This is an optimization exercise on Yosys and OpenROAD, whose aim is small area and a short achievable clock period, not a production implementation.
The RTL was checked by simulation tests, not by an equivalence proof against the original design.
No activity file was given, so power comes from the tool's default toggle rates.

File: design/flow/design.v
package bp_pkg;
    localparam int unsigned HIST_W_DEF = 8;
    localparam int unsigned CNT_W_DEF  = 2;
    localparam int unsigned PC_W_DEF   = 32;
    localparam int unsigned MODE_GLOBAL = 0;
    localparam int unsigned MODE_GSHARE = 1;
    localparam logic [CNT_W_DEF-1:0] WEAK_NT = 2'b01;
    function automatic integer weak_nt(input integer cnt_w);
        weak_nt = (1 << (cnt_w - 1)) - 1;
    endfunction
endpackage
module sat_counter (
    input  logic [255:0] dir,
    input  logic [255:0] sat,
    input  logic [15:0]  r_n,
    input  logic [15:0]  ra,
    input  logic [15:0]  ra_n,
    input  logic [15:0]  rb_n,
    input  logic [15:0]  c_n,
    output logic [255:0] dir_next,
    output logic [255:0] sat_next
);
    for (genvar i = 0; i < 256; i++) begin : g_cnt
        localparam int R = i / 16;
        localparam int C = i % 16;
        logic hold_n, differ_n, keep_n;
        assign hold_n      = ~((sat[i] | r_n[R] | c_n[C]) & dir[i]);
        assign dir_next[i] = ~((sat[i] | c_n[C] | ra_n[R]) & hold_n);
        assign differ_n    = ~((~dir[i] & ~rb_n[R]) | (dir[i] & ra[R]));
        assign keep_n      = ~((r_n[R] | c_n[C]) & sat[i]);
        assign sat_next[i] = ~((differ_n | c_n[C]) & keep_n);
    end
endmodule
module gshare_predictor #(
    parameter int unsigned HIST_W = bp_pkg::HIST_W_DEF,
    parameter int unsigned PC_W   = bp_pkg::PC_W_DEF
) (
    input  logic              clk,
    input  logic              rst_n,
    input  logic              Pred_Valid,
    input  logic [PC_W-1:0]   Pred_PC,
    output logic              Pred_Taken,
    output logic [HIST_W-1:0] Pred_Index,
    input  logic              Upd_Valid,
    input  logic [HIST_W-1:0] Upd_Index,
    input  logic              Upd_Taken,
    input  logic              Upd_Mispredict,
    output logic [15:0]       Mispred_Count
);
    localparam int unsigned DEPTH = 2 ** HIST_W;
    logic [HIST_W-1:0] spec_hist;
    logic [HIST_W-1:0] arch_hist;
    logic [DEPTH-1:0]  dir;
    logic [DEPTH-1:0]  sat;
    logic              flush;
    pht_read u_read (
        .pc    (Pred_PC[HIST_W+1:2]),
        .h     (spec_hist),
        .dir   (dir),
        .idx   (Pred_Index),
        .taken (Pred_Taken)
    );
    logic [15:0] r_n, ra, ra_n, rb_n, c_n;
    logic [DEPTH-1:0] dir_next;
    logic [DEPTH-1:0] sat_next;
    always_comb begin
        for (int k = 0; k < 16; k++) begin
            r_n[k]  = !(Upd_Valid && (Upd_Index[7:4] == 4'(k)));
            ra[k]   = !r_n[k] && Upd_Taken;
            ra_n[k] = !ra[k];
            rb_n[k] = !(!r_n[k] && !Upd_Taken);
            c_n[k]  = (Upd_Index[3:0] != 4'(k));
        end
    end
    sat_counter u_upd (
        .dir      (dir),
        .sat      (sat),
        .r_n      (r_n),
        .ra       (ra),
        .ra_n     (ra_n),
        .rb_n     (rb_n),
        .c_n      (c_n),
        .dir_next (dir_next),
        .sat_next (sat_next)
    );
    always_ff @(posedge clk or negedge rst_n) begin
        if (!rst_n) begin
            dir <= '0;
            sat <= '0;
        end else begin
            dir <= dir_next;
            sat <= sat_next;
        end
    end
    assign flush = Upd_Valid && Upd_Mispredict;
    always_ff @(posedge clk or negedge rst_n) begin
        if (!rst_n) begin
            spec_hist <= '0;
            arch_hist <= '0;
        end else begin
            if (Upd_Valid) begin
                arch_hist <= {arch_hist[HIST_W-2:0], Upd_Taken};
            end
            if (flush) begin
                spec_hist <= {arch_hist[HIST_W-2:0], Upd_Taken};
            end else if (Pred_Valid) begin
                spec_hist <= {spec_hist[HIST_W-2:0], Pred_Taken};
            end
        end
    end
    always_ff @(posedge clk or negedge rst_n) begin
        if (!rst_n) begin
            Mispred_Count <= '0;
        end else if (flush && (Mispred_Count != 16'hFFFF)) begin
            Mispred_Count <= Mispred_Count + 16'd1;
        end
    end
endmodule
module pht_read (
    input  logic [7:0]   pc,
    input  logic [7:0]   h,
    input  logic [255:0] dir,
    output logic [7:0]   idx,
    output logic         taken
);
    assign idx   = pc ^ h;
    assign taken = dir[idx];
endmodule
File: design/flow/flow/run.sh
#!/bin/bash
# Layout with a hand-mapped PHT read path and PHT next-state logic:
#  1. the standard synthesis, with modules pht_read and sat_counter left
#     as black boxes;
#  2. the black boxes filled with flow/pht_read.v (sky130 cells, generated by
#     gen/gen_read.py) and the output of flow/gen_upd.py (sky130 cells), and
#     the netlist flattened as the standard synthesis does;
#  3. the standard layout of that netlist, with buf_2 port buffers
#     and no CTS dummy loads.
set -euo pipefail
W=$PWD
LIB=$FLOW_HOME/platforms/$FLOW_PLATFORM/lib/sky130_fd_sc_hd__tt_025C_1v80.lib
YOSYS=$FLOW_HOME/../tools/install/yosys/bin/yosys
[[ -x $YOSYS ]] || YOSYS=$(command -v yosys)

SYNTH_BLACKBOXES="pht_read sat_counter" bash standard.sh "$W/orfs/results/$FLOW_PLATFORM/gshare_predictor/base/1_2_yosys.v" > synth.log 2>&1
cp orfs/results/$FLOW_PLATFORM/gshare_predictor/base/1_2_yosys.v synth_bb.v
python3 flow/gen_upd.py $W/sat_counter_map.v

cat > link.ys <<EOT
read_liberty -lib $LIB
read_verilog $W/synth_bb.v
read_verilog $W/flow/pht_read.v
read_verilog $W/sat_counter_map.v
hierarchy -check -top $FLOW_TOP
flatten
opt_clean -purge
check -assert
stat
write_verilog -noattr -nohex -nodec $W/linked.v
EOT
$YOSYS -s link.ys > link.log 2>&1

rm -rf orfs
export BUFFER_PORTS_ARGS="-buffer_cell sky130_fd_sc_hd__buf_2"
export CTS_ARGS="-sink_clustering_enable -repair_clock_nets -sink_clustering_size 12 -sink_clustering_max_diameter 60 -buf_list sky130_fd_sc_hd__clkbuf_8 -dont_use_dummy_load"
SYNTH_NETLIST_FILES=$W/linked.v bash standard.sh > standard.log 2>&1
File: design/flow/flow/gen_upd.py
#!/usr/bin/env python3
"""Writes module sat_counter (the PHT next-state logic of rtl/sat_counter.sv)
mapped by hand to sky130_fd_sc_hd cells, five per counter, to the file named
by its argument. flow/run.sh runs it (as flow/gen_upd.py) during the layout."""
import sys

L = []
n = [0]


def cell(typ, **pins):
    n[0] += 1
    conns = ", ".join(f".{p}({s})" for p, s in pins.items())
    L.append(f"  sky130_fd_sc_hd__{typ} u{n[0]} ({conns});")


for i in range(256):
    r, c = i // 16, i % 16
    d, s = f"dir[{i}]", f"sat[{i}]"
    L.append(f"  wire hold_n_{i}, differ_n_{i}, keep_n_{i};")
    cell("o31ai_1", A1=s, A2=f"r_n[{r}]", A3=f"c_n[{c}]", B1=d, Y=f"hold_n_{i}")
    cell("o31ai_1", A1=s, A2=f"c_n[{c}]", A3=f"ra_n[{r}]", B1=f"hold_n_{i}", Y=f"dir_next[{i}]")
    cell("a2bb2oi_1", A1_N=d, A2_N=f"rb_n[{r}]", B1=d, B2=f"ra[{r}]", Y=f"differ_n_{i}")
    cell("o21ai_0", A1=f"r_n[{r}]", A2=f"c_n[{c}]", B1=s, Y=f"keep_n_{i}")
    cell("o21ai_0", A1=f"differ_n_{i}", A2=f"c_n[{c}]", B1=f"keep_n_{i}", Y=f"sat_next[{i}]")

hdr = """// Generated by gen/gen_upd.py: the PHT next-state logic (rtl sat_counter)
// mapped by hand to sky130_fd_sc_hd cells.
module sat_counter (
  input  [255:0] dir,
  input  [255:0] sat,
  input  [15:0]  r_n,
  input  [15:0]  ra,
  input  [15:0]  ra_n,
  input  [15:0]  rb_n,
  input  [15:0]  c_n,
  output [255:0] dir_next,
  output [255:0] sat_next
);
"""
with open(sys.argv[1], "w") as f:
    f.write(hdr + "\n".join(L) + "\nendmodule\n")
File: design/flow/flow/pht_read.v
// Generated by gen/gen_read.py: the PHT read path of gshare_predictor mapped
// by hand to sky130_fd_sc_hd cells (same function as rtl pht_read).
module pht_read (
  input  [7:0]   pc,
  input  [7:0]   h,
  input  [255:0] dir,
  output [7:0]   idx,
  output         taken
);
  wire [7:0] x;
  wire [7:0] xn;
  wire [15:0] qn;
  wire [15:0] lo;
  wire [15:0] lo2;
  wire [15:0] hi;
  wire [127:0] t;
  wire [31:0] u;
  wire [15:0] w;
  wire [3:0] v;
  wire [1:0] y;
  sky130_fd_sc_hd__xor2_2 r1 (.A(pc[0]), .B(h[0]), .X(x[0]));
  sky130_fd_sc_hd__xnor2_2 r2 (.A(pc[0]), .B(h[0]), .Y(xn[0]));
  assign idx[0] = x[0];
  sky130_fd_sc_hd__xor2_2 r3 (.A(pc[1]), .B(h[1]), .X(x[1]));
  sky130_fd_sc_hd__xnor2_2 r4 (.A(pc[1]), .B(h[1]), .Y(xn[1]));
  assign idx[1] = x[1];
  sky130_fd_sc_hd__xor2_2 r5 (.A(pc[2]), .B(h[2]), .X(x[2]));
  sky130_fd_sc_hd__xnor2_2 r6 (.A(pc[2]), .B(h[2]), .Y(xn[2]));
  assign idx[2] = x[2];
  sky130_fd_sc_hd__xor2_2 r7 (.A(pc[3]), .B(h[3]), .X(x[3]));
  sky130_fd_sc_hd__xnor2_2 r8 (.A(pc[3]), .B(h[3]), .Y(xn[3]));
  assign idx[3] = x[3];
  sky130_fd_sc_hd__xor2_2 r9 (.A(pc[4]), .B(h[4]), .X(x[4]));
  sky130_fd_sc_hd__xnor2_2 r10 (.A(pc[4]), .B(h[4]), .Y(xn[4]));
  assign idx[4] = x[4];
  sky130_fd_sc_hd__xor2_2 r11 (.A(pc[5]), .B(h[5]), .X(x[5]));
  sky130_fd_sc_hd__xnor2_2 r12 (.A(pc[5]), .B(h[5]), .Y(xn[5]));
  assign idx[5] = x[5];
  sky130_fd_sc_hd__xor2_2 r13 (.A(pc[6]), .B(h[6]), .X(x[6]));
  sky130_fd_sc_hd__xnor2_2 r14 (.A(pc[6]), .B(h[6]), .Y(xn[6]));
  assign idx[6] = x[6];
  sky130_fd_sc_hd__xor2_2 r15 (.A(pc[7]), .B(h[7]), .X(x[7]));
  sky130_fd_sc_hd__xnor2_2 r16 (.A(pc[7]), .B(h[7]), .Y(xn[7]));
  assign idx[7] = x[7];
  sky130_fd_sc_hd__nand2_4 r17 (.A(xn[0]), .B(xn[1]), .Y(qn[0]));
  sky130_fd_sc_hd__nand2_4 r18 (.A(x[0]), .B(xn[1]), .Y(qn[1]));
  sky130_fd_sc_hd__nand2_4 r19 (.A(xn[0]), .B(x[1]), .Y(qn[2]));
  sky130_fd_sc_hd__nand2_4 r20 (.A(x[0]), .B(x[1]), .Y(qn[3]));
  sky130_fd_sc_hd__nand2_4 r21 (.A(xn[2]), .B(xn[3]), .Y(qn[4]));
  sky130_fd_sc_hd__nand2_4 r22 (.A(x[2]), .B(xn[3]), .Y(qn[5]));
  sky130_fd_sc_hd__nand2_4 r23 (.A(xn[2]), .B(x[3]), .Y(qn[6]));
  sky130_fd_sc_hd__nand2_4 r24 (.A(x[2]), .B(x[3]), .Y(qn[7]));
  sky130_fd_sc_hd__nand2_4 r25 (.A(xn[4]), .B(xn[5]), .Y(qn[8]));
  sky130_fd_sc_hd__nand2_4 r26 (.A(x[4]), .B(xn[5]), .Y(qn[9]));
  sky130_fd_sc_hd__nand2_4 r27 (.A(xn[4]), .B(x[5]), .Y(qn[10]));
  sky130_fd_sc_hd__nand2_4 r28 (.A(x[4]), .B(x[5]), .Y(qn[11]));
  sky130_fd_sc_hd__nand2_4 r29 (.A(xn[6]), .B(xn[7]), .Y(qn[12]));
  sky130_fd_sc_hd__nand2_4 r30 (.A(x[6]), .B(xn[7]), .Y(qn[13]));
  sky130_fd_sc_hd__nand2_4 r31 (.A(xn[6]), .B(x[7]), .Y(qn[14]));
  sky130_fd_sc_hd__nand2_4 r32 (.A(x[6]), .B(x[7]), .Y(qn[15]));
  sky130_fd_sc_hd__nor2_2 r33 (.A(qn[0]), .B(qn[4]), .Y(lo[0]));
  sky130_fd_sc_hd__nor2_2 r34 (.A(qn[0]), .B(qn[4]), .Y(lo2[0]));
  sky130_fd_sc_hd__nor2_1 r35 (.A(qn[8]), .B(qn[12]), .Y(hi[0]));
  sky130_fd_sc_hd__nor2_2 r36 (.A(qn[1]), .B(qn[4]), .Y(lo[1]));
  sky130_fd_sc_hd__nor2_2 r37 (.A(qn[1]), .B(qn[4]), .Y(lo2[1]));
  sky130_fd_sc_hd__nor2_1 r38 (.A(qn[9]), .B(qn[12]), .Y(hi[1]));
  sky130_fd_sc_hd__nor2_2 r39 (.A(qn[2]), .B(qn[4]), .Y(lo[2]));
  sky130_fd_sc_hd__nor2_2 r40 (.A(qn[2]), .B(qn[4]), .Y(lo2[2]));
  sky130_fd_sc_hd__nor2_1 r41 (.A(qn[10]), .B(qn[12]), .Y(hi[2]));
  sky130_fd_sc_hd__nor2_2 r42 (.A(qn[3]), .B(qn[4]), .Y(lo[3]));
  sky130_fd_sc_hd__nor2_2 r43 (.A(qn[3]), .B(qn[4]), .Y(lo2[3]));
  sky130_fd_sc_hd__nor2_1 r44 (.A(qn[11]), .B(qn[12]), .Y(hi[3]));
  sky130_fd_sc_hd__nor2_2 r45 (.A(qn[0]), .B(qn[5]), .Y(lo[4]));
  sky130_fd_sc_hd__nor2_2 r46 (.A(qn[0]), .B(qn[5]), .Y(lo2[4]));
  sky130_fd_sc_hd__nor2_1 r47 (.A(qn[8]), .B(qn[13]), .Y(hi[4]));
  sky130_fd_sc_hd__nor2_2 r48 (.A(qn[1]), .B(qn[5]), .Y(lo[5]));
  sky130_fd_sc_hd__nor2_2 r49 (.A(qn[1]), .B(qn[5]), .Y(lo2[5]));
  sky130_fd_sc_hd__nor2_1 r50 (.A(qn[9]), .B(qn[13]), .Y(hi[5]));
  sky130_fd_sc_hd__nor2_2 r51 (.A(qn[2]), .B(qn[5]), .Y(lo[6]));
  sky130_fd_sc_hd__nor2_2 r52 (.A(qn[2]), .B(qn[5]), .Y(lo2[6]));
  sky130_fd_sc_hd__nor2_1 r53 (.A(qn[10]), .B(qn[13]), .Y(hi[6]));
  sky130_fd_sc_hd__nor2_2 r54 (.A(qn[3]), .B(qn[5]), .Y(lo[7]));
  sky130_fd_sc_hd__nor2_2 r55 (.A(qn[3]), .B(qn[5]), .Y(lo2[7]));
  sky130_fd_sc_hd__nor2_1 r56 (.A(qn[11]), .B(qn[13]), .Y(hi[7]));
  sky130_fd_sc_hd__nor2_2 r57 (.A(qn[0]), .B(qn[6]), .Y(lo[8]));
  sky130_fd_sc_hd__nor2_2 r58 (.A(qn[0]), .B(qn[6]), .Y(lo2[8]));
  sky130_fd_sc_hd__nor2_1 r59 (.A(qn[8]), .B(qn[14]), .Y(hi[8]));
  sky130_fd_sc_hd__nor2_2 r60 (.A(qn[1]), .B(qn[6]), .Y(lo[9]));
  sky130_fd_sc_hd__nor2_2 r61 (.A(qn[1]), .B(qn[6]), .Y(lo2[9]));
  sky130_fd_sc_hd__nor2_1 r62 (.A(qn[9]), .B(qn[14]), .Y(hi[9]));
  sky130_fd_sc_hd__nor2_2 r63 (.A(qn[2]), .B(qn[6]), .Y(lo[10]));
  sky130_fd_sc_hd__nor2_2 r64 (.A(qn[2]), .B(qn[6]), .Y(lo2[10]));
  sky130_fd_sc_hd__nor2_1 r65 (.A(qn[10]), .B(qn[14]), .Y(hi[10]));
  sky130_fd_sc_hd__nor2_2 r66 (.A(qn[3]), .B(qn[6]), .Y(lo[11]));
  sky130_fd_sc_hd__nor2_2 r67 (.A(qn[3]), .B(qn[6]), .Y(lo2[11]));
  sky130_fd_sc_hd__nor2_1 r68 (.A(qn[11]), .B(qn[14]), .Y(hi[11]));
  sky130_fd_sc_hd__nor2_2 r69 (.A(qn[0]), .B(qn[7]), .Y(lo[12]));
  sky130_fd_sc_hd__nor2_2 r70 (.A(qn[0]), .B(qn[7]), .Y(lo2[12]));
  sky130_fd_sc_hd__nor2_1 r71 (.A(qn[8]), .B(qn[15]), .Y(hi[12]));
  sky130_fd_sc_hd__nor2_2 r72 (.A(qn[1]), .B(qn[7]), .Y(lo[13]));
  sky130_fd_sc_hd__nor2_2 r73 (.A(qn[1]), .B(qn[7]), .Y(lo2[13]));
  sky130_fd_sc_hd__nor2_1 r74 (.A(qn[9]), .B(qn[15]), .Y(hi[13]));
  sky130_fd_sc_hd__nor2_2 r75 (.A(qn[2]), .B(qn[7]), .Y(lo[14]));
  sky130_fd_sc_hd__nor2_2 r76 (.A(qn[2]), .B(qn[7]), .Y(lo2[14]));
  sky130_fd_sc_hd__nor2_1 r77 (.A(qn[10]), .B(qn[15]), .Y(hi[14]));
  sky130_fd_sc_hd__nor2_2 r78 (.A(qn[3]), .B(qn[7]), .Y(lo[15]));
  sky130_fd_sc_hd__nor2_2 r79 (.A(qn[3]), .B(qn[7]), .Y(lo2[15]));
  sky130_fd_sc_hd__nor2_1 r80 (.A(qn[11]), .B(qn[15]), .Y(hi[15]));
  sky130_fd_sc_hd__a22oi_1 r81 (.A1(dir[0]), .A2(lo[0]), .B1(dir[1]), .B2(lo[1]), .Y(t[0]));
  sky130_fd_sc_hd__a22oi_1 r82 (.A1(dir[2]), .A2(lo[2]), .B1(dir[3]), .B2(lo[3]), .Y(t[1]));
  sky130_fd_sc_hd__a22oi_1 r83 (.A1(dir[4]), .A2(lo[4]), .B1(dir[5]), .B2(lo[5]), .Y(t[2]));
  sky130_fd_sc_hd__a22oi_1 r84 (.A1(dir[6]), .A2(lo[6]), .B1(dir[7]), .B2(lo[7]), .Y(t[3]));
  sky130_fd_sc_hd__a22oi_1 r85 (.A1(dir[8]), .A2(lo[8]), .B1(dir[9]), .B2(lo[9]), .Y(t[4]));
  sky130_fd_sc_hd__a22oi_1 r86 (.A1(dir[10]), .A2(lo[10]), .B1(dir[11]), .B2(lo[11]), .Y(t[5]));
  sky130_fd_sc_hd__a22oi_1 r87 (.A1(dir[12]), .A2(lo[12]), .B1(dir[13]), .B2(lo[13]), .Y(t[6]));
  sky130_fd_sc_hd__a22oi_1 r88 (.A1(dir[14]), .A2(lo[14]), .B1(dir[15]), .B2(lo[15]), .Y(t[7]));
  sky130_fd_sc_hd__nand4_1 r89 (.A(t[0]), .B(t[1]), .C(t[2]), .D(t[3]), .Y(u[0]));
  sky130_fd_sc_hd__nand4_1 r90 (.A(t[4]), .B(t[5]), .C(t[6]), .D(t[7]), .Y(u[1]));
  sky130_fd_sc_hd__o21ai_1 r91 (.A1(u[0]), .A2(u[1]), .B1(hi[0]), .Y(w[0]));
  sky130_fd_sc_hd__a22oi_1 r92 (.A1(dir[16]), .A2(lo[0]), .B1(dir[17]), .B2(lo[1]), .Y(t[8]));
  sky130_fd_sc_hd__a22oi_1 r93 (.A1(dir[18]), .A2(lo[2]), .B1(dir[19]), .B2(lo[3]), .Y(t[9]));
  sky130_fd_sc_hd__a22oi_1 r94 (.A1(dir[20]), .A2(lo[4]), .B1(dir[21]), .B2(lo[5]), .Y(t[10]));
  sky130_fd_sc_hd__a22oi_1 r95 (.A1(dir[22]), .A2(lo[6]), .B1(dir[23]), .B2(lo[7]), .Y(t[11]));
  sky130_fd_sc_hd__a22oi_1 r96 (.A1(dir[24]), .A2(lo[8]), .B1(dir[25]), .B2(lo[9]), .Y(t[12]));
  sky130_fd_sc_hd__a22oi_1 r97 (.A1(dir[26]), .A2(lo[10]), .B1(dir[27]), .B2(lo[11]), .Y(t[13]));
  sky130_fd_sc_hd__a22oi_1 r98 (.A1(dir[28]), .A2(lo[12]), .B1(dir[29]), .B2(lo[13]), .Y(t[14]));
  sky130_fd_sc_hd__a22oi_1 r99 (.A1(dir[30]), .A2(lo[14]), .B1(dir[31]), .B2(lo[15]), .Y(t[15]));
  sky130_fd_sc_hd__nand4_1 r100 (.A(t[8]), .B(t[9]), .C(t[10]), .D(t[11]), .Y(u[2]));
  sky130_fd_sc_hd__nand4_1 r101 (.A(t[12]), .B(t[13]), .C(t[14]), .D(t[15]), .Y(u[3]));
  sky130_fd_sc_hd__o21ai_1 r102 (.A1(u[2]), .A2(u[3]), .B1(hi[1]), .Y(w[1]));
  sky130_fd_sc_hd__a22oi_1 r103 (.A1(dir[32]), .A2(lo[0]), .B1(dir[33]), .B2(lo[1]), .Y(t[16]));
  sky130_fd_sc_hd__a22oi_1 r104 (.A1(dir[34]), .A2(lo[2]), .B1(dir[35]), .B2(lo[3]), .Y(t[17]));
  sky130_fd_sc_hd__a22oi_1 r105 (.A1(dir[36]), .A2(lo[4]), .B1(dir[37]), .B2(lo[5]), .Y(t[18]));
  sky130_fd_sc_hd__a22oi_1 r106 (.A1(dir[38]), .A2(lo[6]), .B1(dir[39]), .B2(lo[7]), .Y(t[19]));
  sky130_fd_sc_hd__a22oi_1 r107 (.A1(dir[40]), .A2(lo[8]), .B1(dir[41]), .B2(lo[9]), .Y(t[20]));
  sky130_fd_sc_hd__a22oi_1 r108 (.A1(dir[42]), .A2(lo[10]), .B1(dir[43]), .B2(lo[11]), .Y(t[21]));
  sky130_fd_sc_hd__a22oi_1 r109 (.A1(dir[44]), .A2(lo[12]), .B1(dir[45]), .B2(lo[13]), .Y(t[22]));
  sky130_fd_sc_hd__a22oi_1 r110 (.A1(dir[46]), .A2(lo[14]), .B1(dir[47]), .B2(lo[15]), .Y(t[23]));
  sky130_fd_sc_hd__nand4_1 r111 (.A(t[16]), .B(t[17]), .C(t[18]), .D(t[19]), .Y(u[4]));
  sky130_fd_sc_hd__nand4_1 r112 (.A(t[20]), .B(t[21]), .C(t[22]), .D(t[23]), .Y(u[5]));
  sky130_fd_sc_hd__o21ai_1 r113 (.A1(u[4]), .A2(u[5]), .B1(hi[2]), .Y(w[2]));
  sky130_fd_sc_hd__a22oi_1 r114 (.A1(dir[48]), .A2(lo[0]), .B1(dir[49]), .B2(lo[1]), .Y(t[24]));
  sky130_fd_sc_hd__a22oi_1 r115 (.A1(dir[50]), .A2(lo[2]), .B1(dir[51]), .B2(lo[3]), .Y(t[25]));
  sky130_fd_sc_hd__a22oi_1 r116 (.A1(dir[52]), .A2(lo[4]), .B1(dir[53]), .B2(lo[5]), .Y(t[26]));
  sky130_fd_sc_hd__a22oi_1 r117 (.A1(dir[54]), .A2(lo[6]), .B1(dir[55]), .B2(lo[7]), .Y(t[27]));
  sky130_fd_sc_hd__a22oi_1 r118 (.A1(dir[56]), .A2(lo[8]), .B1(dir[57]), .B2(lo[9]), .Y(t[28]));
  sky130_fd_sc_hd__a22oi_1 r119 (.A1(dir[58]), .A2(lo[10]), .B1(dir[59]), .B2(lo[11]), .Y(t[29]));
  sky130_fd_sc_hd__a22oi_1 r120 (.A1(dir[60]), .A2(lo[12]), .B1(dir[61]), .B2(lo[13]), .Y(t[30]));
  sky130_fd_sc_hd__a22oi_1 r121 (.A1(dir[62]), .A2(lo[14]), .B1(dir[63]), .B2(lo[15]), .Y(t[31]));
  sky130_fd_sc_hd__nand4_1 r122 (.A(t[24]), .B(t[25]), .C(t[26]), .D(t[27]), .Y(u[6]));
  sky130_fd_sc_hd__nand4_1 r123 (.A(t[28]), .B(t[29]), .C(t[30]), .D(t[31]), .Y(u[7]));
  sky130_fd_sc_hd__o21ai_1 r124 (.A1(u[6]), .A2(u[7]), .B1(hi[3]), .Y(w[3]));
  sky130_fd_sc_hd__a22oi_1 r125 (.A1(dir[64]), .A2(lo[0]), .B1(dir[65]), .B2(lo[1]), .Y(t[32]));
  sky130_fd_sc_hd__a22oi_1 r126 (.A1(dir[66]), .A2(lo[2]), .B1(dir[67]), .B2(lo[3]), .Y(t[33]));
  sky130_fd_sc_hd__a22oi_1 r127 (.A1(dir[68]), .A2(lo[4]), .B1(dir[69]), .B2(lo[5]), .Y(t[34]));
  sky130_fd_sc_hd__a22oi_1 r128 (.A1(dir[70]), .A2(lo[6]), .B1(dir[71]), .B2(lo[7]), .Y(t[35]));
  sky130_fd_sc_hd__a22oi_1 r129 (.A1(dir[72]), .A2(lo[8]), .B1(dir[73]), .B2(lo[9]), .Y(t[36]));
  sky130_fd_sc_hd__a22oi_1 r130 (.A1(dir[74]), .A2(lo[10]), .B1(dir[75]), .B2(lo[11]), .Y(t[37]));
  sky130_fd_sc_hd__a22oi_1 r131 (.A1(dir[76]), .A2(lo[12]), .B1(dir[77]), .B2(lo[13]), .Y(t[38]));
  sky130_fd_sc_hd__a22oi_1 r132 (.A1(dir[78]), .A2(lo[14]), .B1(dir[79]), .B2(lo[15]), .Y(t[39]));
  sky130_fd_sc_hd__nand4_1 r133 (.A(t[32]), .B(t[33]), .C(t[34]), .D(t[35]), .Y(u[8]));
  sky130_fd_sc_hd__nand4_1 r134 (.A(t[36]), .B(t[37]), .C(t[38]), .D(t[39]), .Y(u[9]));
  sky130_fd_sc_hd__o21ai_1 r135 (.A1(u[8]), .A2(u[9]), .B1(hi[4]), .Y(w[4]));
  sky130_fd_sc_hd__a22oi_1 r136 (.A1(dir[80]), .A2(lo[0]), .B1(dir[81]), .B2(lo[1]), .Y(t[40]));
  sky130_fd_sc_hd__a22oi_1 r137 (.A1(dir[82]), .A2(lo[2]), .B1(dir[83]), .B2(lo[3]), .Y(t[41]));
  sky130_fd_sc_hd__a22oi_1 r138 (.A1(dir[84]), .A2(lo[4]), .B1(dir[85]), .B2(lo[5]), .Y(t[42]));
  sky130_fd_sc_hd__a22oi_1 r139 (.A1(dir[86]), .A2(lo[6]), .B1(dir[87]), .B2(lo[7]), .Y(t[43]));
  sky130_fd_sc_hd__a22oi_1 r140 (.A1(dir[88]), .A2(lo[8]), .B1(dir[89]), .B2(lo[9]), .Y(t[44]));
  sky130_fd_sc_hd__a22oi_1 r141 (.A1(dir[90]), .A2(lo[10]), .B1(dir[91]), .B2(lo[11]), .Y(t[45]));
  sky130_fd_sc_hd__a22oi_1 r142 (.A1(dir[92]), .A2(lo[12]), .B1(dir[93]), .B2(lo[13]), .Y(t[46]));
  sky130_fd_sc_hd__a22oi_1 r143 (.A1(dir[94]), .A2(lo[14]), .B1(dir[95]), .B2(lo[15]), .Y(t[47]));
  sky130_fd_sc_hd__nand4_1 r144 (.A(t[40]), .B(t[41]), .C(t[42]), .D(t[43]), .Y(u[10]));
  sky130_fd_sc_hd__nand4_1 r145 (.A(t[44]), .B(t[45]), .C(t[46]), .D(t[47]), .Y(u[11]));
  sky130_fd_sc_hd__o21ai_1 r146 (.A1(u[10]), .A2(u[11]), .B1(hi[5]), .Y(w[5]));
  sky130_fd_sc_hd__a22oi_1 r147 (.A1(dir[96]), .A2(lo[0]), .B1(dir[97]), .B2(lo[1]), .Y(t[48]));
  sky130_fd_sc_hd__a22oi_1 r148 (.A1(dir[98]), .A2(lo[2]), .B1(dir[99]), .B2(lo[3]), .Y(t[49]));
  sky130_fd_sc_hd__a22oi_1 r149 (.A1(dir[100]), .A2(lo[4]), .B1(dir[101]), .B2(lo[5]), .Y(t[50]));
  sky130_fd_sc_hd__a22oi_1 r150 (.A1(dir[102]), .A2(lo[6]), .B1(dir[103]), .B2(lo[7]), .Y(t[51]));
  sky130_fd_sc_hd__a22oi_1 r151 (.A1(dir[104]), .A2(lo[8]), .B1(dir[105]), .B2(lo[9]), .Y(t[52]));
  sky130_fd_sc_hd__a22oi_1 r152 (.A1(dir[106]), .A2(lo[10]), .B1(dir[107]), .B2(lo[11]), .Y(t[53]));
  sky130_fd_sc_hd__a22oi_1 r153 (.A1(dir[108]), .A2(lo[12]), .B1(dir[109]), .B2(lo[13]), .Y(t[54]));
  sky130_fd_sc_hd__a22oi_1 r154 (.A1(dir[110]), .A2(lo[14]), .B1(dir[111]), .B2(lo[15]), .Y(t[55]));
  sky130_fd_sc_hd__nand4_1 r155 (.A(t[48]), .B(t[49]), .C(t[50]), .D(t[51]), .Y(u[12]));
  sky130_fd_sc_hd__nand4_1 r156 (.A(t[52]), .B(t[53]), .C(t[54]), .D(t[55]), .Y(u[13]));
  sky130_fd_sc_hd__o21ai_1 r157 (.A1(u[12]), .A2(u[13]), .B1(hi[6]), .Y(w[6]));
  sky130_fd_sc_hd__a22oi_1 r158 (.A1(dir[112]), .A2(lo[0]), .B1(dir[113]), .B2(lo[1]), .Y(t[56]));
  sky130_fd_sc_hd__a22oi_1 r159 (.A1(dir[114]), .A2(lo[2]), .B1(dir[115]), .B2(lo[3]), .Y(t[57]));
  sky130_fd_sc_hd__a22oi_1 r160 (.A1(dir[116]), .A2(lo[4]), .B1(dir[117]), .B2(lo[5]), .Y(t[58]));
  sky130_fd_sc_hd__a22oi_1 r161 (.A1(dir[118]), .A2(lo[6]), .B1(dir[119]), .B2(lo[7]), .Y(t[59]));
  sky130_fd_sc_hd__a22oi_1 r162 (.A1(dir[120]), .A2(lo[8]), .B1(dir[121]), .B2(lo[9]), .Y(t[60]));
  sky130_fd_sc_hd__a22oi_1 r163 (.A1(dir[122]), .A2(lo[10]), .B1(dir[123]), .B2(lo[11]), .Y(t[61]));
  sky130_fd_sc_hd__a22oi_1 r164 (.A1(dir[124]), .A2(lo[12]), .B1(dir[125]), .B2(lo[13]), .Y(t[62]));
  sky130_fd_sc_hd__a22oi_1 r165 (.A1(dir[126]), .A2(lo[14]), .B1(dir[127]), .B2(lo[15]), .Y(t[63]));
  sky130_fd_sc_hd__nand4_1 r166 (.A(t[56]), .B(t[57]), .C(t[58]), .D(t[59]), .Y(u[14]));
  sky130_fd_sc_hd__nand4_1 r167 (.A(t[60]), .B(t[61]), .C(t[62]), .D(t[63]), .Y(u[15]));
  sky130_fd_sc_hd__o21ai_1 r168 (.A1(u[14]), .A2(u[15]), .B1(hi[7]), .Y(w[7]));
  sky130_fd_sc_hd__a22oi_1 r169 (.A1(dir[128]), .A2(lo2[0]), .B1(dir[129]), .B2(lo2[1]), .Y(t[64]));
  sky130_fd_sc_hd__a22oi_1 r170 (.A1(dir[130]), .A2(lo2[2]), .B1(dir[131]), .B2(lo2[3]), .Y(t[65]));
  sky130_fd_sc_hd__a22oi_1 r171 (.A1(dir[132]), .A2(lo2[4]), .B1(dir[133]), .B2(lo2[5]), .Y(t[66]));
  sky130_fd_sc_hd__a22oi_1 r172 (.A1(dir[134]), .A2(lo2[6]), .B1(dir[135]), .B2(lo2[7]), .Y(t[67]));
  sky130_fd_sc_hd__a22oi_1 r173 (.A1(dir[136]), .A2(lo2[8]), .B1(dir[137]), .B2(lo2[9]), .Y(t[68]));
  sky130_fd_sc_hd__a22oi_1 r174 (.A1(dir[138]), .A2(lo2[10]), .B1(dir[139]), .B2(lo2[11]), .Y(t[69]));
  sky130_fd_sc_hd__a22oi_1 r175 (.A1(dir[140]), .A2(lo2[12]), .B1(dir[141]), .B2(lo2[13]), .Y(t[70]));
  sky130_fd_sc_hd__a22oi_1 r176 (.A1(dir[142]), .A2(lo2[14]), .B1(dir[143]), .B2(lo2[15]), .Y(t[71]));
  sky130_fd_sc_hd__nand4_1 r177 (.A(t[64]), .B(t[65]), .C(t[66]), .D(t[67]), .Y(u[16]));
  sky130_fd_sc_hd__nand4_1 r178 (.A(t[68]), .B(t[69]), .C(t[70]), .D(t[71]), .Y(u[17]));
  sky130_fd_sc_hd__o21ai_1 r179 (.A1(u[16]), .A2(u[17]), .B1(hi[8]), .Y(w[8]));
  sky130_fd_sc_hd__a22oi_1 r180 (.A1(dir[144]), .A2(lo2[0]), .B1(dir[145]), .B2(lo2[1]), .Y(t[72]));
  sky130_fd_sc_hd__a22oi_1 r181 (.A1(dir[146]), .A2(lo2[2]), .B1(dir[147]), .B2(lo2[3]), .Y(t[73]));
  sky130_fd_sc_hd__a22oi_1 r182 (.A1(dir[148]), .A2(lo2[4]), .B1(dir[149]), .B2(lo2[5]), .Y(t[74]));
  sky130_fd_sc_hd__a22oi_1 r183 (.A1(dir[150]), .A2(lo2[6]), .B1(dir[151]), .B2(lo2[7]), .Y(t[75]));
  sky130_fd_sc_hd__a22oi_1 r184 (.A1(dir[152]), .A2(lo2[8]), .B1(dir[153]), .B2(lo2[9]), .Y(t[76]));
  sky130_fd_sc_hd__a22oi_1 r185 (.A1(dir[154]), .A2(lo2[10]), .B1(dir[155]), .B2(lo2[11]), .Y(t[77]));
  sky130_fd_sc_hd__a22oi_1 r186 (.A1(dir[156]), .A2(lo2[12]), .B1(dir[157]), .B2(lo2[13]), .Y(t[78]));
  sky130_fd_sc_hd__a22oi_1 r187 (.A1(dir[158]), .A2(lo2[14]), .B1(dir[159]), .B2(lo2[15]), .Y(t[79]));
  sky130_fd_sc_hd__nand4_1 r188 (.A(t[72]), .B(t[73]), .C(t[74]), .D(t[75]), .Y(u[18]));
  sky130_fd_sc_hd__nand4_1 r189 (.A(t[76]), .B(t[77]), .C(t[78]), .D(t[79]), .Y(u[19]));
  sky130_fd_sc_hd__o21ai_1 r190 (.A1(u[18]), .A2(u[19]), .B1(hi[9]), .Y(w[9]));
  sky130_fd_sc_hd__a22oi_1 r191 (.A1(dir[160]), .A2(lo2[0]), .B1(dir[161]), .B2(lo2[1]), .Y(t[80]));
  sky130_fd_sc_hd__a22oi_1 r192 (.A1(dir[162]), .A2(lo2[2]), .B1(dir[163]), .B2(lo2[3]), .Y(t[81]));
  sky130_fd_sc_hd__a22oi_1 r193 (.A1(dir[164]), .A2(lo2[4]), .B1(dir[165]), .B2(lo2[5]), .Y(t[82]));
  sky130_fd_sc_hd__a22oi_1 r194 (.A1(dir[166]), .A2(lo2[6]), .B1(dir[167]), .B2(lo2[7]), .Y(t[83]));
  sky130_fd_sc_hd__a22oi_1 r195 (.A1(dir[168]), .A2(lo2[8]), .B1(dir[169]), .B2(lo2[9]), .Y(t[84]));
  sky130_fd_sc_hd__a22oi_1 r196 (.A1(dir[170]), .A2(lo2[10]), .B1(dir[171]), .B2(lo2[11]), .Y(t[85]));
  sky130_fd_sc_hd__a22oi_1 r197 (.A1(dir[172]), .A2(lo2[12]), .B1(dir[173]), .B2(lo2[13]), .Y(t[86]));
  sky130_fd_sc_hd__a22oi_1 r198 (.A1(dir[174]), .A2(lo2[14]), .B1(dir[175]), .B2(lo2[15]), .Y(t[87]));
  sky130_fd_sc_hd__nand4_1 r199 (.A(t[80]), .B(t[81]), .C(t[82]), .D(t[83]), .Y(u[20]));
  sky130_fd_sc_hd__nand4_1 r200 (.A(t[84]), .B(t[85]), .C(t[86]), .D(t[87]), .Y(u[21]));
  sky130_fd_sc_hd__o21ai_1 r201 (.A1(u[20]), .A2(u[21]), .B1(hi[10]), .Y(w[10]));
  sky130_fd_sc_hd__a22oi_1 r202 (.A1(dir[176]), .A2(lo2[0]), .B1(dir[177]), .B2(lo2[1]), .Y(t[88]));
  sky130_fd_sc_hd__a22oi_1 r203 (.A1(dir[178]), .A2(lo2[2]), .B1(dir[179]), .B2(lo2[3]), .Y(t[89]));
  sky130_fd_sc_hd__a22oi_1 r204 (.A1(dir[180]), .A2(lo2[4]), .B1(dir[181]), .B2(lo2[5]), .Y(t[90]));
  sky130_fd_sc_hd__a22oi_1 r205 (.A1(dir[182]), .A2(lo2[6]), .B1(dir[183]), .B2(lo2[7]), .Y(t[91]));
  sky130_fd_sc_hd__a22oi_1 r206 (.A1(dir[184]), .A2(lo2[8]), .B1(dir[185]), .B2(lo2[9]), .Y(t[92]));
  sky130_fd_sc_hd__a22oi_1 r207 (.A1(dir[186]), .A2(lo2[10]), .B1(dir[187]), .B2(lo2[11]), .Y(t[93]));
  sky130_fd_sc_hd__a22oi_1 r208 (.A1(dir[188]), .A2(lo2[12]), .B1(dir[189]), .B2(lo2[13]), .Y(t[94]));
  sky130_fd_sc_hd__a22oi_1 r209 (.A1(dir[190]), .A2(lo2[14]), .B1(dir[191]), .B2(lo2[15]), .Y(t[95]));
  sky130_fd_sc_hd__nand4_1 r210 (.A(t[88]), .B(t[89]), .C(t[90]), .D(t[91]), .Y(u[22]));
  sky130_fd_sc_hd__nand4_1 r211 (.A(t[92]), .B(t[93]), .C(t[94]), .D(t[95]), .Y(u[23]));
  sky130_fd_sc_hd__o21ai_1 r212 (.A1(u[22]), .A2(u[23]), .B1(hi[11]), .Y(w[11]));
  sky130_fd_sc_hd__a22oi_1 r213 (.A1(dir[192]), .A2(lo2[0]), .B1(dir[193]), .B2(lo2[1]), .Y(t[96]));
  sky130_fd_sc_hd__a22oi_1 r214 (.A1(dir[194]), .A2(lo2[2]), .B1(dir[195]), .B2(lo2[3]), .Y(t[97]));
  sky130_fd_sc_hd__a22oi_1 r215 (.A1(dir[196]), .A2(lo2[4]), .B1(dir[197]), .B2(lo2[5]), .Y(t[98]));
  sky130_fd_sc_hd__a22oi_1 r216 (.A1(dir[198]), .A2(lo2[6]), .B1(dir[199]), .B2(lo2[7]), .Y(t[99]));
  sky130_fd_sc_hd__a22oi_1 r217 (.A1(dir[200]), .A2(lo2[8]), .B1(dir[201]), .B2(lo2[9]), .Y(t[100]));
  sky130_fd_sc_hd__a22oi_1 r218 (.A1(dir[202]), .A2(lo2[10]), .B1(dir[203]), .B2(lo2[11]), .Y(t[101]));
  sky130_fd_sc_hd__a22oi_1 r219 (.A1(dir[204]), .A2(lo2[12]), .B1(dir[205]), .B2(lo2[13]), .Y(t[102]));
  sky130_fd_sc_hd__a22oi_1 r220 (.A1(dir[206]), .A2(lo2[14]), .B1(dir[207]), .B2(lo2[15]), .Y(t[103]));
  sky130_fd_sc_hd__nand4_1 r221 (.A(t[96]), .B(t[97]), .C(t[98]), .D(t[99]), .Y(u[24]));
  sky130_fd_sc_hd__nand4_1 r222 (.A(t[100]), .B(t[101]), .C(t[102]), .D(t[103]), .Y(u[25]));
  sky130_fd_sc_hd__o21ai_1 r223 (.A1(u[24]), .A2(u[25]), .B1(hi[12]), .Y(w[12]));
  sky130_fd_sc_hd__a22oi_1 r224 (.A1(dir[208]), .A2(lo2[0]), .B1(dir[209]), .B2(lo2[1]), .Y(t[104]));
  sky130_fd_sc_hd__a22oi_1 r225 (.A1(dir[210]), .A2(lo2[2]), .B1(dir[211]), .B2(lo2[3]), .Y(t[105]));
  sky130_fd_sc_hd__a22oi_1 r226 (.A1(dir[212]), .A2(lo2[4]), .B1(dir[213]), .B2(lo2[5]), .Y(t[106]));
  sky130_fd_sc_hd__a22oi_1 r227 (.A1(dir[214]), .A2(lo2[6]), .B1(dir[215]), .B2(lo2[7]), .Y(t[107]));
  sky130_fd_sc_hd__a22oi_1 r228 (.A1(dir[216]), .A2(lo2[8]), .B1(dir[217]), .B2(lo2[9]), .Y(t[108]));
  sky130_fd_sc_hd__a22oi_1 r229 (.A1(dir[218]), .A2(lo2[10]), .B1(dir[219]), .B2(lo2[11]), .Y(t[109]));
  sky130_fd_sc_hd__a22oi_1 r230 (.A1(dir[220]), .A2(lo2[12]), .B1(dir[221]), .B2(lo2[13]), .Y(t[110]));
  sky130_fd_sc_hd__a22oi_1 r231 (.A1(dir[222]), .A2(lo2[14]), .B1(dir[223]), .B2(lo2[15]), .Y(t[111]));
  sky130_fd_sc_hd__nand4_1 r232 (.A(t[104]), .B(t[105]), .C(t[106]), .D(t[107]), .Y(u[26]));
  sky130_fd_sc_hd__nand4_1 r233 (.A(t[108]), .B(t[109]), .C(t[110]), .D(t[111]), .Y(u[27]));
  sky130_fd_sc_hd__o21ai_1 r234 (.A1(u[26]), .A2(u[27]), .B1(hi[13]), .Y(w[13]));
  sky130_fd_sc_hd__a22oi_1 r235 (.A1(dir[224]), .A2(lo2[0]), .B1(dir[225]), .B2(lo2[1]), .Y(t[112]));
  sky130_fd_sc_hd__a22oi_1 r236 (.A1(dir[226]), .A2(lo2[2]), .B1(dir[227]), .B2(lo2[3]), .Y(t[113]));
  sky130_fd_sc_hd__a22oi_1 r237 (.A1(dir[228]), .A2(lo2[4]), .B1(dir[229]), .B2(lo2[5]), .Y(t[114]));
  sky130_fd_sc_hd__a22oi_1 r238 (.A1(dir[230]), .A2(lo2[6]), .B1(dir[231]), .B2(lo2[7]), .Y(t[115]));
  sky130_fd_sc_hd__a22oi_1 r239 (.A1(dir[232]), .A2(lo2[8]), .B1(dir[233]), .B2(lo2[9]), .Y(t[116]));
  sky130_fd_sc_hd__a22oi_1 r240 (.A1(dir[234]), .A2(lo2[10]), .B1(dir[235]), .B2(lo2[11]), .Y(t[117]));
  sky130_fd_sc_hd__a22oi_1 r241 (.A1(dir[236]), .A2(lo2[12]), .B1(dir[237]), .B2(lo2[13]), .Y(t[118]));
  sky130_fd_sc_hd__a22oi_1 r242 (.A1(dir[238]), .A2(lo2[14]), .B1(dir[239]), .B2(lo2[15]), .Y(t[119]));
  sky130_fd_sc_hd__nand4_1 r243 (.A(t[112]), .B(t[113]), .C(t[114]), .D(t[115]), .Y(u[28]));
  sky130_fd_sc_hd__nand4_1 r244 (.A(t[116]), .B(t[117]), .C(t[118]), .D(t[119]), .Y(u[29]));
  sky130_fd_sc_hd__o21ai_1 r245 (.A1(u[28]), .A2(u[29]), .B1(hi[14]), .Y(w[14]));
  sky130_fd_sc_hd__a22oi_1 r246 (.A1(dir[240]), .A2(lo2[0]), .B1(dir[241]), .B2(lo2[1]), .Y(t[120]));
  sky130_fd_sc_hd__a22oi_1 r247 (.A1(dir[242]), .A2(lo2[2]), .B1(dir[243]), .B2(lo2[3]), .Y(t[121]));
  sky130_fd_sc_hd__a22oi_1 r248 (.A1(dir[244]), .A2(lo2[4]), .B1(dir[245]), .B2(lo2[5]), .Y(t[122]));
  sky130_fd_sc_hd__a22oi_1 r249 (.A1(dir[246]), .A2(lo2[6]), .B1(dir[247]), .B2(lo2[7]), .Y(t[123]));
  sky130_fd_sc_hd__a22oi_1 r250 (.A1(dir[248]), .A2(lo2[8]), .B1(dir[249]), .B2(lo2[9]), .Y(t[124]));
  sky130_fd_sc_hd__a22oi_1 r251 (.A1(dir[250]), .A2(lo2[10]), .B1(dir[251]), .B2(lo2[11]), .Y(t[125]));
  sky130_fd_sc_hd__a22oi_1 r252 (.A1(dir[252]), .A2(lo2[12]), .B1(dir[253]), .B2(lo2[13]), .Y(t[126]));
  sky130_fd_sc_hd__a22oi_1 r253 (.A1(dir[254]), .A2(lo2[14]), .B1(dir[255]), .B2(lo2[15]), .Y(t[127]));
  sky130_fd_sc_hd__nand4_1 r254 (.A(t[120]), .B(t[121]), .C(t[122]), .D(t[123]), .Y(u[30]));
  sky130_fd_sc_hd__nand4_1 r255 (.A(t[124]), .B(t[125]), .C(t[126]), .D(t[127]), .Y(u[31]));
  sky130_fd_sc_hd__o21ai_1 r256 (.A1(u[30]), .A2(u[31]), .B1(hi[15]), .Y(w[15]));
  sky130_fd_sc_hd__nand4_2 r257 (.A(w[0]), .B(w[1]), .C(w[2]), .D(w[3]), .Y(v[0]));
  sky130_fd_sc_hd__nand4_2 r258 (.A(w[4]), .B(w[5]), .C(w[6]), .D(w[7]), .Y(v[1]));
  sky130_fd_sc_hd__nand4_2 r259 (.A(w[8]), .B(w[9]), .C(w[10]), .D(w[11]), .Y(v[2]));
  sky130_fd_sc_hd__nand4_2 r260 (.A(w[12]), .B(w[13]), .C(w[14]), .D(w[15]), .Y(v[3]));
  sky130_fd_sc_hd__nor2_2 r261 (.A(v[0]), .B(v[1]), .Y(y[0]));
  sky130_fd_sc_hd__nor2_2 r262 (.A(v[2]), .B(v[3]), .Y(y[1]));
  sky130_fd_sc_hd__nand2_2 r263 (.A(y[0]), .B(y[1]), .Y(taken));
endmodule
File: design/flow/standard.sh
#!/bin/bash
# synth_recipe.tcl (not shown) runs the flow's synth.tcl, then flattens the netlist and writes it again
# the make line also repeats each setting of config.mk as NAME=value (left out here)
make -C /OpenROAD-flow-scripts/flow DESIGN_CONFIG=/design/flow/config.mk WORK_HOME=/design/flow/orfs CLKGATE_MAP_FILE= SYNTH_SCRIPT=/design/flow/synth_recipe.tcl "${@:-finish}"
File: design/flow/config.mk
export PLATFORM = sky130hd
export DESIGN_NAME = gshare_predictor
export DESIGN_NICKNAME = gshare_predictor
export VERILOG_FILES = /design/flow/design.v
export SDC_FILE = /design/flow/constraint.sdc
export NUM_CORES = 4
export LEC_CHECK = 0
export CAP_MARGIN = 20
export CORE_MARGIN = 2
export CORE_UTILIZATION = 70
export CTS_BUF_LIST = sky130_fd_sc_hd__clkbuf_8
export CTS_CLUSTER_DIAMETER = 60
export CTS_CLUSTER_SIZE = 12
export PLACE_DENSITY = 0.74
export SETUP_SLACK_MARGIN = 3.0
export SLEW_MARGIN = 20
File: design/flow/constraint.sdc
create_clock -name core_clock -period 7.5 [get_ports {clk}]
set_input_delay 1.5000 -clock core_clock [delete_from_list [all_inputs] [get_ports {clk}]]
set_output_delay 1.5000 -clock core_clock [all_outputs]
set_load 0.01 [all_outputs]
==> flow_metrics.env, run 1 <==
export IMPL_start_util_pct=71.3
export IMPL_grt_max_degree=157
export IMPL_maxSlewViolCount=0
export IMPL_path_max_fanout=5
export IMPL_cts_buffer_depth=3
export IMPL_drive_gt1_share_pct=13.3
export IMPL_ir_worst_vdd_uv=186
export IMPL_utilization_pct=79.8
export IMPL_slowest_delay_ns=0.24
export IMPL_routed_via_density=7.75
export IMPL_core_area_sq_um=35700
export IMPL_fin_ws_ns=2.51
export IMPL_die_area_sq_um=37900
export IMPL_track_usage_pct=42.3
export IMPL_worst_clock_skew_ns=0.0426
export IMPL_drt_pre_antenna_iters=7
export IMPL_timing_final_crit_share_pct=66.6
export IMPL_nets=2515
export IMPL_critPathCaptureType="output port"
export IMPL_path_class="in2out"
export IMPL_power_frac_seq_pct=56.2
export IMPL_clkPwrFrac_pct=27.0
export IMPL_place_congestion=0.850
export IMPL_rsz0062_at_grt="yes"
export IMPL_wirelength_microns=80800
export IMPL_tns_ns=0
export IMPL_wire_per_inst_microns=27.6
export IMPL_hold_path_class="reg2reg"
export IMPL_fp_dieW_microns=195
export IMPL_io_pins=71
export IMPL_cts_max_level=2
export IMPL_slew_headroom_pct=30.8
export IMPL_hpwl_microns=43300
export IMPL_insertion_delay_ns=0.65
export IMPL_start_kind="input port"
export IMPL_status="finished clean"
export IMPL_cpMostUsedCell="buf_6"
export IMPL_power_frac_comb_pct=16.8
export IMPL_period_needed_ns=4.99
export IMPL_postPlaceCellArea_sq_um=26500
export IMPL_syn_nets=2344
export IMPL_cts_hold_buf=0
export IMPL_hold_viol=0
export IMPL_timing_max_cap_violations=0
export IMPL_p_leak_nw=12.0
export IMPL_port_buffer_count=46
export IMPL_fp_row_count=69
export IMPL_synth_area_sq_um=25500
export IMPL_synth_avg_cell_area_sq_um=11.1
export IMPL_crit_arrival_ns=3.49
export IMPL_p_sw_share_pct=30.8
export IMPL_setup_violations=0
export IMPL_power_mw=5.86
export IMPL_vias=22690
export IMPL_drc_errors=0
export IMPL_stdcell_area_sq_um=28500
export IMPL_cts_root_buf="clkbuf_8"
export IMPL_worstMarginPinSlew_ns=1.04
export IMPL_antenna_found_initial=1
export IMPL_grt_pass1_vias=21852
export IMPL_area_growth_pct=12.0
export IMPL_clock_sinks=543
export IMPL_r2r_setup_slack_ns=4.56
export IMPL_synth_warnings=0
export IMPL_cts_buffers=51
export IMPL_cp_top_family="simple AND/OR/NAND/NOR gates"
export IMPL_path_clk_slew_ns=0.08
export IMPL_crit_buf_inv=4
export IMPL_antenna_left=0
export IMPL_dieHeight_microns=195
export IMPL_syn_inst=2297
export IMPL_power_density_nw_per_um2=205
export IMPL_cp_data_required_time_ns=6.00
export IMPL_grt_pass1_wl_microns=124000
export IMPL_place_ws_ns=2.21
export IMPL_tritoncts="yes"
export IMPL_grt_overflow_total=0
export IMPL_slowest_stage="a22oi_1"
export IMPL_p_sw_mw=1.80
export IMPL_p_int_mw=4.05
export IMPL_fmax_mhz=200
export IMPL_cp_cell_sequence="buf_12 > xor2_4 > nand2_4 > buf_6 > nor2_4 > buf_6 > a22oi_1 > nand4_1 > o21ai_2 > nand4_2 > nor2_4 > nand2_2 > buf_6"
export IMPL_drtIter0Drc=3172
flip-flops by register name, summed over array words and instances (netlist names):
name / cells
dir: 256
sat: 256
Mispred_Count: 16
spec_hist: 8
arch_hist: 7
final timing paths:
path / endpoint / cells after the start / startpoint
min reg2reg: dir[255] / 1 / sat[255]
max reg2reg: spec_hist[0] / 13 / spec_hist[0]
max: Pred_Taken / 13 / Pred_PC[5]
min: dir[255] / 1 / sat[255]
min in group asynchronous: sat[196] / 1 / rst_n
max in group asynchronous: sat[81] / 2 / rst_n
final cells by class:
cell class              instances  area, sq um
repair buffers                128         1260
well taps                     461          577
multi-input cells            1716        12300
diodes                          1         2.50
flip-flops and latches        543        13600
inverters                      28          105
clock buffers                  51          702
fillers                      2274         7210
metrics by stage:
stage / std cells / hold slack, ns
finish: 2928 / 0.440
detailed placement: 2815 / 0.463
global placement: 2815 / 0.453
global route: 2928 / 0.443
floorplan: 2297 / 0.446
CTS: 2921 / 0.438
cells in the final DEF, fill, tap and decap left out, types with 8 or more instances in the layout:
cell type and n:
nand2_2 10, a22oi_2 30, mux2i_1 8, o31ai_1 512, o21ai_2 12, inv_1 28, buf_12 26, nand2_4 10
nand2b_1 12, buf_2 40, clkbuf_8 51, nand2_1 36, buf_6 17, dfrtp_1 543, buf_4 44, nor2_1 30
o21ai_0 520, xor2_1 11, nor2_4 33, nor3_1 13, nand4_1 35, a22oi_1 98, a2bb2oi_1 256
what timing repair did:
action,CTS,global route
endpoints found under the setup margin,1,1
pin swaps,65,44
gates resized for setup,86,30
setup buffers,55,6
per-layer routing:
metal  up-vias  part of all wire, %  GRT usage, %
li1       9763                    -             -
met3       344                   13          12.0
met4         0                  4.4          19.0
met2      1588                   44          61.6
met1     10995                   38          59.8
met5         -                    0             0
power by group through the flow:
stage                     logic, mW  registers (mW)  clock network [mW]
after floorplan               0.434            3.29                   0
after global placement        0.711            3.31                   0
after detailed placement      0.744            3.32                   0
after CTS                     0.909            3.27                1.58
after global routing           1.03            3.31                1.69
final                         0.985            3.29                1.58
==> run 2: changes to the inputs <==
--- a/design/flow/config.mk
+++ b/design/flow/config.mk
@@ -7,10 +7,10 @@
 export LEC_CHECK = 0
 export CAP_MARGIN = 20
 export CORE_MARGIN = 2
-export CORE_UTILIZATION = 70
+export CORE_UTILIZATION = 75
 export CTS_BUF_LIST = sky130_fd_sc_hd__clkbuf_8
 export CTS_CLUSTER_DIAMETER = 60
 export CTS_CLUSTER_SIZE = 12
-export PLACE_DENSITY = 0.74
+export PLACE_DENSITY = 0.79
 export SETUP_SLACK_MARGIN = 3.0
 export SLEW_MARGIN = 20
==> flow_metrics.env, run 2 <==
export IMPL_status="finished clean"
export IMPL_fin_cells=2898
export IMPL_utilization_pct=84.5
export IMPL_die_area_sq_um=35500
export IMPL_wirelength_microns=82800
export IMPL_worstMarginPinSlew_ns=1.08
export IMPL_io_pins=71
export IMPL_cts_max_level=2
export IMPL_period_needed_ns=5.06
export IMPL_crit_arrival_ns=3.56
export IMPL_nets=2496
export IMPL_p_leak_nw=11.9
export IMPL_regArea_sq_um=13600
export IMPL_multiInputGateArea_sq_um=12300
export IMPL_timing_final_crit_share_pct=67.5
export IMPL_syn_nets=2344
export IMPL_core_area_sq_um=33500
export IMPL_fin_ws_ns=2.44
export IMPL_fill_cells=1852
export IMPL_path_class="in2out"
export IMPL_synth_area_sq_um=25500
export IMPL_rsz0062_at_grt="yes"
export IMPL_top_regs="dir x256, sat x256, Mispred_Count x16"
export IMPL_power_mw=5.87
export IMPL_start_kind="input port"
export IMPL_critPathCaptureType="output port"
export IMPL_dieHeight_microns=188
export IMPL_drt_pre_antenna_iters=7
export IMPL_cts_buffers=52
export IMPL_hpwl_microns=43800
export IMPL_drive_gt1_share_pct=12.3
export IMPL_path_max_fanout=8
export IMPL_ir_worst_vdd_uv=201
export IMPL_final_common_cell="dfrtp_1"
export IMPL_maxSlewViolCount=0
export IMPL_hold_path_class="reg2reg"
export IMPL_tns_ns=0
export IMPL_antenna_left=0
export IMPL_cts_buffer_depth=3
export IMPL_grt_pass1_wl_microns=127000
export IMPL_postPlaceCellArea_sq_um=26500
export IMPL_fp_row_count=67
export IMPL_clock_sinks=543
export IMPL_cts_hold_buf=0
export IMPL_hold_viol=0
export IMPL_cts_root_buf="clkbuf_8"
export IMPL_synth_avg_cell_area_sq_um=11.1
export IMPL_start_util_pct=76.0
export IMPL_worst_clock_skew_ns=0.0575
export IMPL_vias=23191
export IMPL_dp_cells=2800
export IMPL_path_clk_slew_ns=0.08
export IMPL_slew_headroom_pct=28.0
export IMPL_antenna_found_initial=3
export IMPL_area_growth_pct=11.2
export IMPL_port_buffer_count=46
export IMPL_syn_inst=2297
export IMPL_hold_ws_ns=0.450
export IMPL_grt_pass1_vias=22844
export IMPL_synth_warnings=0
export IMPL_tritoncts="yes"
export IMPL_layout_common_cells="dfrtp_1 (543), o21ai_0 (520), o31ai_1 (512)"
export IMPL_power_density_nw_per_um2=207
export IMPL_insertion_delay_ns=0.70
export IMPL_fmax_mhz=198
export IMPL_stdcell_area_sq_um=28300
export IMPL_place_congestion=0.869
export IMPL_drc_errors=0
export IMPL_place_ws_ns=2.19
export IMPL_drtIter0Drc=3408
export IMPL_cp_data_required_time_ns=6.00
export IMPL_setup_violations=0
export IMPL_wire_per_inst_microns=28.6
export IMPL_routed_via_density=8.00
export IMPL_grt_overflow_total=0
export IMPL_track_usage_pct=46.6
export IMPL_grt_max_degree=196
export IMPL_fp_dieW_microns=188
export IMPL_timing_max_cap_violations=0
-- run 2: worst max-delay path, stage by stage --
cell     delay, ns
buf_6         0.11
xor2_4        0.34
nand2_8       0.20
nor2_4        0.48
a22oi_1       0.18
nand4_1       0.15
o21ai_2       0.10
nand4_2       0.15
nor2_2        0.06
nand2_2       0.14
buf_6         0.12
-- run 2: worst paths after layout --
path / start / endpoint / slack [ns] / depth (start not counted)
max reg2reg: spec_hist[2] / spec_hist[0] / 4.49 / 13
max: Pred_PC[2] / Pred_Taken / 2.44 / 11
min reg2reg: sat[165] / dir[165] / 0.45 / 1
min: sat[165] / dir[165] / 0.45 / 1
min in group asynchronous: rst_n / sat[193] / 0.86 / 1
max in group asynchronous: rst_n / sat[52] / 5.08 / 3
-- run 2: cell type report --
cell class / count / share of cell area [%]
diodes: 3 / 0.0265
clock buffers: 52 / 2.53
inverters: 28 / 0.371
multi-input cells: 1716 / 43.3
flip-flops and latches: 543 / 48.0
well taps: 448 / 1.98
repair buffers: 108 / 3.79
-- run 2: routing by layer --
layer	vias up	part of all wire (%)	track usage (%)
met5	-	0	0
met1	11217	36	61.8
met4	0	6.4	28.1
met3	477	14	13.1
met2	1778	44	69.3
li1	9719	-	-
-- run 2: repair_timing --
action	4_1_cts	5_1_grt
endpoints found under the setup margin	1	1
gates resized for setup	93	5
buffers inserted	41	1
gates cloned	0	0
pin swaps	68	14
-- run 2: power breakdown --
group          total (mW)  internal [mW]  leakage, nW  switching, mW
registers            3.30           3.09         7.45          0.206
clock network        1.62          0.616        0.374           1.00
logic               0.955          0.329         4.04          0.626

## afterwards: timing with drivers on the ports
In the flow no input, the clock included, has a driving cell. The finished layouts below were timed again as built, in two steps.
Step 1 assumes that a clkbuf_16 drives the clock port and a buf_2 every other input.
Step 2 moves the port delays by t, midway between the first and last clock arrival at a register: inputs arrive t later, outputs are due t later. That takes back most of the time a late clock gives input paths.
a / b / c = ideal / step 1 / step 2; a / b = the first two.
run | shift t [ns] | setup slack, ns | clock arrival spread, ns | worst register clock-pin slew, ns | pins driven straight from the clock port
run 1 | 0.702 | 2.505 / 2.458 / 2.458 | 0.073 / 0.072 | 0.10 / 0.10 | 1
run 2 | 0.728 | 2.439 / 2.394 / 2.394 | 0.059 / 0.060 | 0.10 / 0.10 | 1
After both steps setup and hold are still met in every run listed. For run 1, which loses most, drivers alone change the setup slack by -0.047 ns; drivers and shift together by -0.047 ns.
